This design comes from an exercise in tuning for small area on the open sky130 flow, not from production work.
RTL that was checked went through simulation tests only; none was proved equivalent to the original.
Power figures rest on the tool's default switching activity, not on a simulated workload.

## north
## dma_rx_path
module dma_rx_path (
   input  logic                    M_AXIS_ACLK,
   input  logic                    reset_n,
   input  dma_rx_pkg::in_data_t    s_axis_tdata,
   input  dma_rx_pkg::in_strb_t    s_axis_tstrb,
   input  dma_rx_pkg::user_t       s_axis_tuser,
   input  logic                    s_axis_tlast,
   input  logic                    s_axis_tvalid,
   output logic                    s_axis_tready,
   output dma_rx_pkg::out_data_t   m_axis_tdata,
   output dma_rx_pkg::out_strb_t   m_axis_tstrb,
   output dma_rx_pkg::user_t       m_axis_tuser,
   output logic                    m_axis_tlast,
   output logic                    m_axis_tvalid,
   input  logic                    m_axis_tready,
   input  logic                    wb_cyc,
   input  logic                    wb_stb,
   input  logic                    wb_we,
   input  dma_rx_pkg::wb_adr_t     wb_adr,
   input  dma_rx_pkg::wb_dat_t     wb_dat_w,
   output logic                    wb_ack,
   output dma_rx_pkg::wb_dat_t     wb_dat_r
);
For scale: about 21000 sq um of cells after synthesis.
export LEC_CHECK = 0
export CAP_MARGIN = 20
export CORE_MARGIN = 2
export CORE_UTILIZATION = 40
export SLEW_MARGIN = 20
create_clock -name core_clock -period 5.0 [get_ports {M_AXIS_ACLK}]
standard.sh (not shown) runs the stock make flow with config.mk's settings and CLKGATE_MAP_FILE= SYNTH_SCRIPT=/design/flow/synth_recipe.tcl, a recipe that flattens the netlist after the stock synthesis.
==> flow/flow/run.sh <==
#!/bin/bash
# Layout flow: the standard ORFS flow, with three area changes.
#  1. After the standard synthesis, the combinational cells are mapped again by ABC with an
#     area-oriented script (remap.ys, remap.abc). Flip-flops keep their instances, names
#     and cell types; only the logic between them is re-mapped.
#  2. Port buffers use the smallest buffer cell.
#  3. The clock tree uses clkbuf_8 buffers in clusters of up to 16 sinks, and no dummy
#     balancing loads.
# Each tool's output goes to its own log file in this folder.
set -euo pipefail
R=orfs/results/sky130hd/dma_rx_path/base
LIB=$FLOW_HOME/platforms/sky130hd/lib/sky130_fd_sc_hd__tt_025C_1v80.lib
YOSYS=$(command -v yosys || echo /OpenROAD-flow-scripts/tools/install/yosys/bin/yosys)

export BUFFER_PORTS_ARGS="-buffer_cell sky130_fd_sc_hd__buf_1"
export CTS_ARGS="-sink_clustering_enable -repair_clock_nets -dont_use_dummy_load -buf_list {sky130_fd_sc_hd__clkbuf_8} -sink_clustering_size 16 -sink_clustering_max_diameter 60"

bash standard.sh synth > synth.log 2>&1
cp $R/1_2_yosys.v synth_standard.v

sed -e "s#{LIB}#$LIB#g" -e "s#{IN}#synth_standard.v#" -e "s#{SCRIPT}#$PWD/flow/remap.abc#" \
    -e "s#{OUT}#synth_remapped.v#" flow/remap.ys > remap_run.ys
$YOSYS -s remap_run.ys > remap.log 2>&1

cp synth_remapped.v $R/1_2_yosys.v
rm -f $R/1_synth.odb $R/1_synth.sdc
# Repair buffers from the small buffer cells only
export DONT_USE_CELLS="sky130_fd_sc_hd__buf_4 sky130_fd_sc_hd__buf_6 sky130_fd_sc_hd__buf_8 sky130_fd_sc_hd__buf_12 sky130_fd_sc_hd__buf_16"
bash standard.sh > standard.log 2>&1
==> flow/flow/remap.abc <==
&get -n
&st
&dc2
&dch -f
&nf -a -R 1000
&put
==> flow/flow/remap.ys <==
# Re-maps the combinational cells of the standard synthesis netlist for area.
# The flip-flops (and tie cells) are kept as they are: same instances, names and cell types.
read_liberty -ignore_miss_func -ignore_miss_dir {LIB}
read_verilog {IN}
hierarchy -top dma_rx_path
setattr -mod -set blackbox 1 sky130_fd_sc_hd__edfxtp_1 sky130_fd_sc_hd__dfxtp_1
flatten
rename -hide w:_*_.*
opt_clean -purge
abc -script {SCRIPT} -liberty {LIB} -dont_use sky130_fd_sc_hd__probe_p_8 -dont_use sky130_fd_sc_hd__probec_p_8 -dont_use sky130_fd_sc_hd__lpflow_*
read_liberty -lib -ignore_redef {LIB}
splitnets
opt_clean -purge
hilomap -singleton -hicell sky130_fd_sc_hd__conb_1 HI -locell sky130_fd_sc_hd__conb_1 LO
insbuf -buf sky130_fd_sc_hd__buf_4 A X
check -assert
stat -liberty {LIB}
write_verilog -noattr -nohex -nodec {OUT}
Modified inputs, south compared to north
diff --git a/flow/flow/run.sh b/flow/flow/run.sh
--- a/flow/flow/run.sh
+++ b/flow/flow/run.sh
@@ -16 +16 @@
-export CTS_ARGS="-sink_clustering_enable -repair_clock_nets -dont_use_dummy_load -buf_list {sky130_fd_sc_hd__clkbuf_8} -sink_clustering_size 16 -sink_clustering_max_diameter 60"
+export CTS_ARGS="-sink_clustering_enable -repair_clock_nets -dont_use_dummy_load -buf_list {sky130_fd_sc_hd__clkbuf_8} -sink_clustering_size 16 -sink_clustering_max_diameter 100"
@@ -27,2 +26,0 @@
-# Repair buffers from the small buffer cells only
-export DONT_USE_CELLS="sky130_fd_sc_hd__buf_4 sky130_fd_sc_hd__buf_6 sky130_fd_sc_hd__buf_8 sky130_fd_sc_hd__buf_12 sky130_fd_sc_hd__buf_16"
### Flow results
Delta (south minus north): first-pass detailed-route iteration total shows a reduction of 4; multi-input gate share of total cell area shows no meaningful change; reg-to-reg setup timing slack shows an increase of 0.04 ns.
Comparing south with north, the area used by multi-input combinational logic came out essentially unchanged.
Fmax: south above north
Going from north to south, the total inserted antenna cells was found to have gone up by 1.
Modified inputs, east compared to south
Settings: changing CORE_UTILIZATION from 40 to 60; setting PLACE_DENSITY to 0.72 for the first time.
diff --git a/flow/flow/run.sh b/flow/flow/run.sh
--- a/flow/flow/run.sh
+++ b/flow/flow/run.sh
@@ -16 +16 @@
-export CTS_ARGS="-sink_clustering_enable -repair_clock_nets -dont_use_dummy_load -buf_list {sky130_fd_sc_hd__clkbuf_8} -sink_clustering_size 16 -sink_clustering_max_diameter 100"
+export CTS_ARGS="-sink_clustering_enable -repair_clock_nets -dont_use_dummy_load -buf_list {sky130_fd_sc_hd__clkbuf_8} -sink_clustering_size 16 -sink_clustering_max_diameter 60"
### Flow results
Going from south to east, total nets after synthesis held steady, per-instance average area after synthesis flat, synthesized cell count ~0 delta.
Tool error PPL-0024 stopped east during I/O pin placement (3_2_place_iop); no final results.
east ends up with a die width that is 18% lower than in south.
From south to east the numbers moved as follows: initial core utilization went up 20 points, standard-cell row count lost 15, y dimension of the die fell about 18%, area after synthesis held.
[inputs] west vs east
Settings: CORE_UTILIZATION changed from 60 to 40; PLACE_DENSITY removed (was 0.72).
### Flow results
west against east: synthesized area divided by synthesized cell count has remained practically unchanged, net count after synthesis has remained practically unchanged.
west: effective utilization at floorplan 20 points below east
west vs east: die boundary height up
west vs. east: die width moved up; post-synthesis instance area level; cell count after synthesis level.
west finished every stage and its layout cleared the timing, DRC and antenna checks.
west vs. east: row count went up by 15.
## Diff of input files: middle against west
Settings: GPL_TIMING_DRIVEN: unset -> 0.
==> comparison <==
Clock tree buffer count of the final layout went up by a few percent going from west to middle. west consumes less power than middle. On switching power share of the total, west and middle are neck and neck. Origin of the worst setup path: counters0.ev_inc[5]$_DFF_P_ -> middle, counters0.ev_inc[3]$_DFF_P_ -> west.


Another version of the RTL of dma_rx_path (not shown whole).
Size: ~2200 cells after synthesis, ~620 flip-flops, roughly 700 I/O pins, roughly 0.024 sq mm of cells after synthesis.
## dma_rx_path
module dma_rx_path (
   input  logic                    M_AXIS_ACLK,
   input  logic                    reset_n,
   input  dma_rx_pkg::in_data_t    s_axis_tdata,
   input  dma_rx_pkg::in_strb_t    s_axis_tstrb,
   input  dma_rx_pkg::user_t       s_axis_tuser,
   input  logic                    s_axis_tlast,
   input  logic                    s_axis_tvalid,
   output logic                    s_axis_tready,
   output dma_rx_pkg::out_data_t   m_axis_tdata,
   output dma_rx_pkg::out_strb_t   m_axis_tstrb,
   output dma_rx_pkg::user_t       m_axis_tuser,
   output logic                    m_axis_tlast,
   output logic                    m_axis_tvalid,
   input  logic                    m_axis_tready,
   input  logic                    wb_cyc,
   input  logic                    wb_stb,
   input  logic                    wb_we,
   input  dma_rx_pkg::wb_adr_t     wb_adr,
   input  dma_rx_pkg::wb_dat_t     wb_dat_w,
   output logic                    wb_ack,
   output dma_rx_pkg::wb_dat_t     wb_dat_r
);
   logic             pkt_open;
   logic             beat_acc;
   dma_rx_pkg::cnt_t pkt_out;
   dma_rx_pkg::cnt_t word_out;
   dma_rx_pkg::cnt_t pkt_in;
   dma_rx_pkg::cnt_t word_in;
   dma_rx_pkg::cnt_t err_in;
   dma_rx_pkg::cnt_t extra_in;
   logic             clear;       
   logic [5:0]       load;        
   dma_rx_pkg::cnt_t load_val;
   beat_packer packer0 (
      .M_AXIS_ACLK   (M_AXIS_ACLK),
      .reset_n       (reset_n),
      .s_axis_tdata  (s_axis_tdata),
      .s_axis_tstrb  (s_axis_tstrb),
      .s_axis_tuser  (s_axis_tuser),
      .s_axis_tlast  (s_axis_tlast),
      .s_axis_tvalid (s_axis_tvalid),
      .s_axis_tready (s_axis_tready),
      .m_axis_tdata  (m_axis_tdata),
      .m_axis_tstrb  (m_axis_tstrb),
      .m_axis_tuser  (m_axis_tuser),
      .m_axis_tlast  (m_axis_tlast),
      .m_axis_tvalid (m_axis_tvalid),
      .m_axis_tready (m_axis_tready),
      .beat_acc      (beat_acc),
      .pkt_open      (pkt_open)
   );
   traffic_counters counters0 (
      .M_AXIS_ACLK   (M_AXIS_ACLK),
      .reset_n       (reset_n),
      .clear         (clear),
      .load          (load),
      .load_val      (load_val),
      .s_axis_tdata  (s_axis_tdata),
      .s_axis_tstrb  (s_axis_tstrb),
      .s_axis_tlast  (s_axis_tlast),
      .beat_acc      (beat_acc),
      .m_axis_tlast  (m_axis_tlast),
      .m_axis_tvalid (m_axis_tvalid),
  ...
clock: 5.0 ns
lec_check: 0
cap_margin: 20
core_margin: 2
core_utilization: 40
slew_margin: 20
run.sh (not shown) runs the stock make flow with config.mk's settings and CLKGATE_MAP_FILE= SYNTH_SCRIPT=/design/flow/synth_recipe.tcl, a recipe that flattens the netlist after the stock synthesis.
Stock flow here: none of the scripts above is used.
Rerun with:
==> flow/flow/run.sh (new file) <==
#!/bin/bash
# Standard ORFS layout, with the port buffers made from the smallest buffer cell.
set -e
cp standard.sh standard_sh.log
export BUFFER_PORTS_ARGS="-buffer_cell sky130_fd_sc_hd__buf_1"
bash standard.sh > standard.log 2>&1
==> flow/standard.sh (new file) <==
#!/bin/bash
# synth_recipe.tcl (not shown) runs the flow's synth.tcl, then flattens the netlist and writes it again
# the make line also repeats each setting of config.mk as NAME=value (left out here)
make -C /OpenROAD-flow-scripts/flow DESIGN_CONFIG=/design/flow/config.mk WORK_HOME=/design/flow/orfs CLKGATE_MAP_FILE= SYNTH_SCRIPT=/design/flow/synth_recipe.tcl "${@:-finish}"
removed: flow/run.sh
=>
- The new run ran to the end with no violations
- first-iteration DRC count came out lower by about 5%
- synthesized cell count does not change
- total power came out lower by about 1.4%
- count of clock-buffer cells in the layout came out higher by 3
- routed wire length came out lower by about 6%
- via count is about the same
No functional check of the RTL was part of any run of this note.

-- what the ideal ports hide --
How much do the figures lean on ideal ports? The routed layouts below were timed once more, with nothing changed but the port constraints.
Step 1 assumes that a clkbuf_16 drives the clock port and a buf_2 every other input.
Step 2, shift: input delay + t, output delay - t, t = (earliest + latest rising clock arrival at the registers) / 2. This alone moves slack from input paths to output paths.
Three values: ideal, step 1, step 2; two values: the first two.
run | t (ns) | setup WS [ns] | worst setup path after step 2 | latest minus earliest clock arrival (ns)
north | 0.700 | 0.251 / 0.251 / 0.251 | register to register | 0.067 / 0.066
south | 0.706 | 0.288 / 0.288 / 0.288 | register to register | 0.058 / 0.058
west | 0.700 | 0.251 / 0.251 / 0.251 | register to register | 0.067 / 0.066
middle | 0.701 | 0.275 / 0.275 / 0.151 | input to register | 0.077 / 0.077
the first run of note 2 | 0.653 | 0.595 / 0.535 / 1.005 | input to register | 0.021 / 0.021
the second run of note 2 | 0.657 | 0.938 / 0.877 / 1.331 | input to register | 0.027 / 0.027
After both steps setup and hold are still met in every run listed. For middle, which loses most, drivers alone change the setup slack by 0.000 ns; drivers and shift together by -0.124 ns.
